This design comes from an exercise in tuning for small area, a short achievable clock period and few clock cycles on the open sky130 flow, not from production work.
At most, simulation tests tie the RTL to the original design; equivalence was not proved.
Power and IR drop assume default switching activity.

## raven
==> module ucode_core, before the edit <==
module ucode_core (
    input  logic                          clk,
    input  logic                          rst,
    input  logic                          in_valid,
    output logic                          in_ready,
    input  logic [ucode_pkg::INSTR_W-1:0] in_instr,
    output logic                          wb_valid,
    input  logic                          wb_ready,
    output logic [ucode_pkg::REG_AW-1:0]  wb_reg,
    output logic [ucode_pkg::DATA_W-1:0]  wb_data
);
    logic [6:0]  in_op;
    logic        dec_mov, dec_sub, dec_muli, dec_real;
    assign in_op = in_instr[31:25];
    always_comb begin
        dec_mov  = 1'b0;
        dec_sub  = 1'b0;
        dec_muli = 1'b0;
        dec_real = 1'b0;
        case (in_op)
            ucode_pkg::OP_MOV: begin
                dec_real = 1'b1;
                dec_mov  = 1'b1;
            end
            ucode_pkg::OP_ADD: dec_real = 1'b1;
            ucode_pkg::OP_SUB: begin
                dec_real = 1'b1;
                dec_sub  = 1'b1;
            end
            ucode_pkg::OP_MULI: begin
                dec_real = 1'b1;
                if (in_instr[15:0] == 16'h0) begin
                    dec_mov  = 1'b1;                     
                end else begin
                    dec_muli = 1'b1;                     
                end
            end
            default: dec_real = 1'b0;                    
        endcase
    end
    logic        skv;
    logic        sk_mov, sk_sub, sk_muli;
    logic [24:0] sk_w;
    logic        irv;
    logic        ir_mov, ir_sub, ir_muli;
    logic [24:0] ir_w;                                   
    logic        ir_ph;                                  
    logic [3:0]  ir_rd, ir_ra, ir_rb;
    assign ir_rd = ir_w[24:21];
    assign ir_ra = ir_w[20:17];                          
    assign ir_rb = ir_w[16:13];                          
    logic        take;
    logic        ir_free;
    logic        d_issue;
    logic        d_last;
    logic        e_fire;
    assign in_ready = !skv;
    assign take     = in_valid && !skv;
    logic        ev;
    logic [3:0]  e_rd;
    logic [31:0] e_a, e_b;
    logic        e_sub;
    assign e_fire  = ev && (!wb_valid || wb_ready);
    assign d_issue = irv && (!ev || e_fire);
    assign d_last  = !ir_muli || (ir_ph && ir_w[15:0] == 16'd1);
    assign ir_free = !irv || (d_issue && d_last);
    always_ff @(posedge clk or posedge rst) begin
        if (rst) begin
            skv   <= 1'b0;
            irv   <= 1'b0;
            ir_ph <= 1'b0;
        end else begin
            if (ir_free) begin
                ir_ph <= 1'b0;
                if (skv) begin
                    irv <= 1'b1;
                    skv <= 1'b0;
                end else begin
                    irv <= take && dec_real;
                end
            end else begin
                if (take && dec_real) skv <= 1'b1;
                if (d_issue) ir_ph <= 1'b1;
            end
        end
    end
    always_ff @(posedge clk) begin
        if (!skv && !ir_free) begin
            sk_mov  <= dec_mov;
            sk_sub  <= dec_sub;
            sk_muli <= dec_muli;
            sk_w    <= in_instr[24:0];
        end
        if (ir_free) begin
            if (skv) begin
                ir_mov  <= sk_mov;
                ir_sub  <= sk_sub;
                ir_muli <= sk_muli;
                ir_w    <= sk_w;
            end else begin
                ir_mov  <= dec_mov;
                ir_sub  <= dec_sub;
                ir_muli <= dec_muli;
                ir_w    <= in_instr[24:0];
            end
        end else if (d_issue && ir_ph) begin
            ir_w[15:0] <= ir_w[15:0] - 16'd1;            
        end
    end
    logic [31:0] rf [16];
    logic [15:0] rv;                                     
    logic [31:0] rd_a, rd_b;
    logic        u_mov;
    logic        fw_a, fw_b;                             
    logic        fw_wa, fw_wb;                           
    logic [31:0] e_res;
    logic [31:0] nx_a, nx_b;
    always_comb begin
        rd_a = '0;
        rd_b = '0;
        for (int i = 0; i < 16; i++) begin
            rd_a = rd_a | (rf[i] & {32{rv[i] && ir_ra == 4'(i) && !fw_a && !fw_wa && !u_mov}});
            rd_b = rd_b | (rf[i] & {32{rv[i] && ir_rb == 4'(i) && !fw_b && !fw_wb && !u_mov}});
        end
    end
    assign u_mov = ir_mov || (ir_muli && !ir_ph);
    assign fw_a  = !u_mov && ev && e_rd == ir_ra;        
    assign fw_b  = !u_mov && (ir_muli || (ev && e_rd == ir_rb));
    assign fw_wa = !u_mov && !fw_a && wb_valid && wb_reg == ir_ra;
    assign fw_wb = !u_mov && !fw_b && wb_valid && wb_reg == ir_rb;
    assign nx_a  = (e_res & {32{fw_a}}) | (wb_data & {32{fw_wa}}) | rd_a |
                   {16'h0, ir_w[15:0] & {16{ir_mov}}};
    assign nx_b  = ((e_res & {32{fw_b}}) | (wb_data & {32{fw_wb}}) | rd_b) ^ {32{ir_sub}};
    always_ff @(posedge clk or posedge rst) begin
        if (rst) begin
            ev       <= 1'b0;
            rv       <= '0;
            wb_valid <= 1'b0;
        end else begin
            if (d_issue) begin
                ev <= 1'b1;
            end else if (e_fire) begin
                ev <= 1'b0;
            end
            if (wb_ready) begin
                wb_valid <= 1'b0;
            end
            if (wb_valid) begin
                rv[wb_reg] <= 1'b1;
            end
            if (e_fire) begin
                wb_valid <= 1'b1;
            end
        end
    end
    always_ff @(posedge clk) begin
        if (d_issue) begin
            e_rd  <= ir_rd;
            e_sub <= ir_sub && !u_mov;
            e_a   <= nx_a;
            e_b   <= nx_b;                               
        end
    end
    logic [31:0] pg_g, pg_p;
    logic [31:0] gg [6];
    logic [31:0] pp [6];
    logic [32:0] cy;
    assign pg_g = e_a & e_b;
    assign pg_p = e_a ^ e_b;
    always_comb begin
        gg[0] = pg_g;
        pp[0] = pg_p;
        gg[0][0] = pg_g[0] | (pg_p[0] & e_sub);          
        for (int l = 0; l < 5; l++) begin
            gg[l+1] = gg[l];
            pp[l+1] = pp[l];
            for (int i = 0; i < 32; i++) begin
                if ((i >> l) & 1) begin
                    gg[l+1][i] = gg[l][i] | (pp[l][i] & gg[l][((i >> l) << l) - 1]);
                    pp[l+1][i] = pp[l][i] & pp[l][((i >> l) << l) - 1];
                end
            end
        end
        cy[0] = e_sub;
        for (int i = 0; i < 32; i++) cy[i+1] = gg[5][i];
    end
    assign e_res = pg_p ^ cy[31:0];
    always_ff @(posedge clk) begin
        if (e_fire) begin
            wb_reg  <= e_rd;
            wb_data <= e_res;
        end
    end
    always_ff @(posedge clk) begin
        if (wb_valid) begin
            rf[wb_reg] <= wb_data;
        end
    end
endmodule
Settings: LEC_CHECK=0, CAP_MARGIN=20, CORE_MARGIN=2, CORE_UTILIZATION=55, SETUP_SLACK_MARGIN=5, SLEW_MARGIN=20; clock period 8.5 ns.
run.sh (not shown) runs the stock make flow with config.mk's settings and CLKGATE_MAP_FILE= SYNTH_SCRIPT=/design/flow/synth_recipe.tcl, a recipe that flattens the netlist after the stock synthesis.
What zinc does differently from raven at the input level:
==> flow/design.v, changed modules only <==
module ucode_core (
    input  logic                          clk,
    input  logic                          rst,
    input  logic                          in_valid,
    output logic                          in_ready,
    input  logic [ucode_pkg::INSTR_W-1:0] in_instr,
    output logic                          wb_valid,
    input  logic                          wb_ready,
    output logic [ucode_pkg::REG_AW-1:0]  wb_reg,
    output logic [ucode_pkg::DATA_W-1:0]  wb_data
);
    logic [6:0]  in_op;
    logic        dec_mov, dec_sub, dec_muli, dec_real;
    assign in_op = in_instr[31:25];
    always_comb begin
        dec_mov  = 1'b0;
        dec_sub  = 1'b0;
        dec_muli = 1'b0;
        dec_real = 1'b0;
        case (in_op)
            ucode_pkg::OP_MOV: begin
                dec_real = 1'b1;
                dec_mov  = 1'b1;
            end
            ucode_pkg::OP_ADD: dec_real = 1'b1;
            ucode_pkg::OP_SUB: begin
                dec_real = 1'b1;
                dec_sub  = 1'b1;
            end
            ucode_pkg::OP_MULI: begin
                dec_real = 1'b1;
                if (in_instr[15:0] == 16'h0) begin
                    dec_mov  = 1'b1;                     
                end else begin
                    dec_muli = 1'b1;                     
                end
            end
            default: dec_real = 1'b0;                    
        endcase
    end
    logic        skv;
    logic        sk_mov, sk_sub, sk_muli;
    logic [24:0] sk_w;
    logic        irv;
    logic        ir_mov, ir_sub, ir_muli;
    logic [24:0] ir_w;                                   
    logic        ir_ph;                                  
    logic [3:0]  ir_rd, ir_ra, ir_rb;
    assign ir_rd = ir_w[24:21];
    assign ir_ra = ir_w[20:17];                          
    assign ir_rb = ir_w[16:13];                          
    logic        take;
    logic        ir_free;
    logic        d_issue;
    logic        d_last;
    logic        e_fire;
    assign in_ready = !skv;
    assign take     = in_valid && !skv;
    logic        ev;
    logic [3:0]  e_rd;
    logic [31:0] e_a, e_b;
    logic        e_sub;
    assign e_fire  = ev && (!wb_valid || wb_ready);
    assign d_issue = irv && (!ev || e_fire);
    assign d_last  = !ir_muli || (ir_ph && ir_w[15:0] == 16'd1);
    assign ir_free = !irv || (d_issue && d_last);
    always_ff @(posedge clk or posedge rst) begin
        if (rst) begin
            skv   <= 1'b0;
            irv   <= 1'b0;
            ir_ph <= 1'b0;
        end else begin
            if (ir_free) begin
                ir_ph <= 1'b0;
                if (skv) begin
                    irv <= 1'b1;
                    skv <= 1'b0;
                end else begin
                    irv <= take && dec_real;
                end
            end else begin
                if (take && dec_real) skv <= 1'b1;
                if (d_issue) ir_ph <= 1'b1;
            end
        end
    end
    always_ff @(posedge clk) begin
        if (!skv && !ir_free) begin
            sk_mov  <= dec_mov;
            sk_sub  <= dec_sub;
            sk_muli <= dec_muli;
            sk_w    <= in_instr[24:0];
        end
        if (ir_free) begin
            if (skv) begin
                ir_mov  <= sk_mov;
                ir_sub  <= sk_sub;
                ir_muli <= sk_muli;
                ir_w    <= sk_w;
            end else begin
                ir_mov  <= dec_mov;
                ir_sub  <= dec_sub;
                ir_muli <= dec_muli;
                ir_w    <= in_instr[24:0];
            end
        end else if (d_issue && ir_ph) begin
            ir_w[15:0] <= ir_w[15:0] - 16'd1;            
        end
    end
    logic [31:0] rf [16];
    logic [15:0] rv;                                     
    logic [31:0] rd_a, rd_b;
    logic        u_mov;
    logic        fw_a, fw_b;                             
    logic [31:0] e_res;
    logic [31:0] nx_a, nx_b;
    always_comb begin
        rd_a = '0;
        rd_b = '0;
        for (int i = 0; i < 16; i++) begin
            rd_a = rd_a | (rf[i] & {32{rv[i] && ir_ra == 4'(i) && !fw_a && !u_mov}});
            rd_b = rd_b | (rf[i] & {32{rv[i] && ir_rb == 4'(i) && !fw_b && !u_mov}});
        end
    end
    assign u_mov = ir_mov || (ir_muli && !ir_ph);
    assign fw_a  = !u_mov && ev && e_rd == ir_ra;        
    assign fw_b  = !u_mov && (ir_muli || (ev && e_rd == ir_rb));
    assign nx_a  = (e_res & {32{fw_a}}) | rd_a | {16'h0, ir_w[15:0] & {16{ir_mov}}};
    assign nx_b  = ((e_res & {32{fw_b}}) | rd_b) ^ {32{ir_sub}};
    always_ff @(posedge clk or posedge rst) begin
        if (rst) begin
            ev       <= 1'b0;
            rv       <= '0;
            wb_valid <= 1'b0;
        end else begin
            if (d_issue) begin
                ev <= 1'b1;
            end else if (e_fire) begin
                ev <= 1'b0;
            end
            if (wb_ready) begin
                wb_valid <= 1'b0;
            end
            if (e_fire) begin
                rv[e_rd] <= 1'b1;
                wb_valid <= 1'b1;
            end
        end
    end
    always_ff @(posedge clk) begin
        if (d_issue) begin
            e_rd  <= ir_rd;
            e_sub <= ir_sub && !u_mov;
            e_a   <= nx_a;
            e_b   <= nx_b;                               
        end
    end
    logic [31:0] pg_g, pg_p;
    logic [31:0] gg [6];
    logic [31:0] pp [6];
    logic [32:0] cy;
    assign pg_g = e_a & e_b;
    assign pg_p = e_a ^ e_b;
    always_comb begin
        gg[0] = pg_g;
        pp[0] = pg_p;
        gg[0][0] = pg_g[0] | (pg_p[0] & e_sub);          
        for (int l = 0; l < 5; l++) begin
            gg[l+1] = gg[l];
            pp[l+1] = pp[l];
            for (int i = 0; i < 32; i++) begin
                if ((i >> l) & 1) begin
                    gg[l+1][i] = gg[l][i] | (pp[l][i] & gg[l][((i >> l) << l) - 1]);
                    pp[l+1][i] = pp[l][i] & pp[l][((i >> l) << l) - 1];
                end
            end
        end
        cy[0] = e_sub;
        for (int i = 0; i < 32; i++) cy[i+1] = gg[5][i];
    end
    assign e_res = pg_p ^ cy[31:0];
    always_ff @(posedge clk) begin
        if (e_fire) begin
            rf[e_rd] <= e_res;
            wb_reg   <= e_rd;
            wb_data  <= e_res;
        end
    end
endmodule
[summary]
- Status: clock slew seen by the registers of the worst setup and hold paths parity (raven, zinc)
- Maximum resistive drop on vdd delta for zinc relative to raven: 0.015 mV lower
- Compared with raven, zinc degrades worst hold slack.
- Share of the cycle needed by the critical path after routing: zinc lower than raven
- In zinc relative to raven, final routed wire length divided by cell count had gone up slightly.
- Max delay of the slowest cell on the worst path across raven and zinc: raven
- Total power: zinc below raven
- For zinc, the slowest cell on the critical path was sky130_fd_sc_hd__fa_2, unlike raven, where it was sky130_fd_sc_hd__a2111oi_1.
Testbench counts of zinc, summed over its fixed seeds: cycles 8,520.
The RTL of raven was laid out without a check of its function.

## afterwards: timing with drivers on the ports
How much do the figures lean on ideal ports? The routed layouts below were timed once more, with nothing changed but the port constraints.
Step 1: set_driving_cell puts a clkbuf_16 on clk and a buf_2 on each other input, an assumption about the parent block.
Step 2 moves the port delays by t, midway between the first and last clock arrival at a register: inputs arrive t later, outputs are due t later. That takes back most of the time a late clock gives input paths.
Three values: ideal, step 1, step 2; two values: the first two.
| run | shift t [ns] | setup slack, ns | hold slack, ns | slew at the worst register clock pin (ns) |
|---|---|---|---|---|
| raven | 0.680 | 4.798 / 4.798 / 4.469 | 0.436 / 0.436 / 0.436 | 0.07 / 0.07 |
| zinc | 0.677 | 4.940 / 4.940 / 4.439 | 0.422 / 0.422 / 0.422 | 0.07 / 0.07 |
After both steps setup and hold are still met in every run listed. For zinc, which loses most, drivers alone change the setup slack by 0.000 ns; drivers and shift together by -0.501 ns.
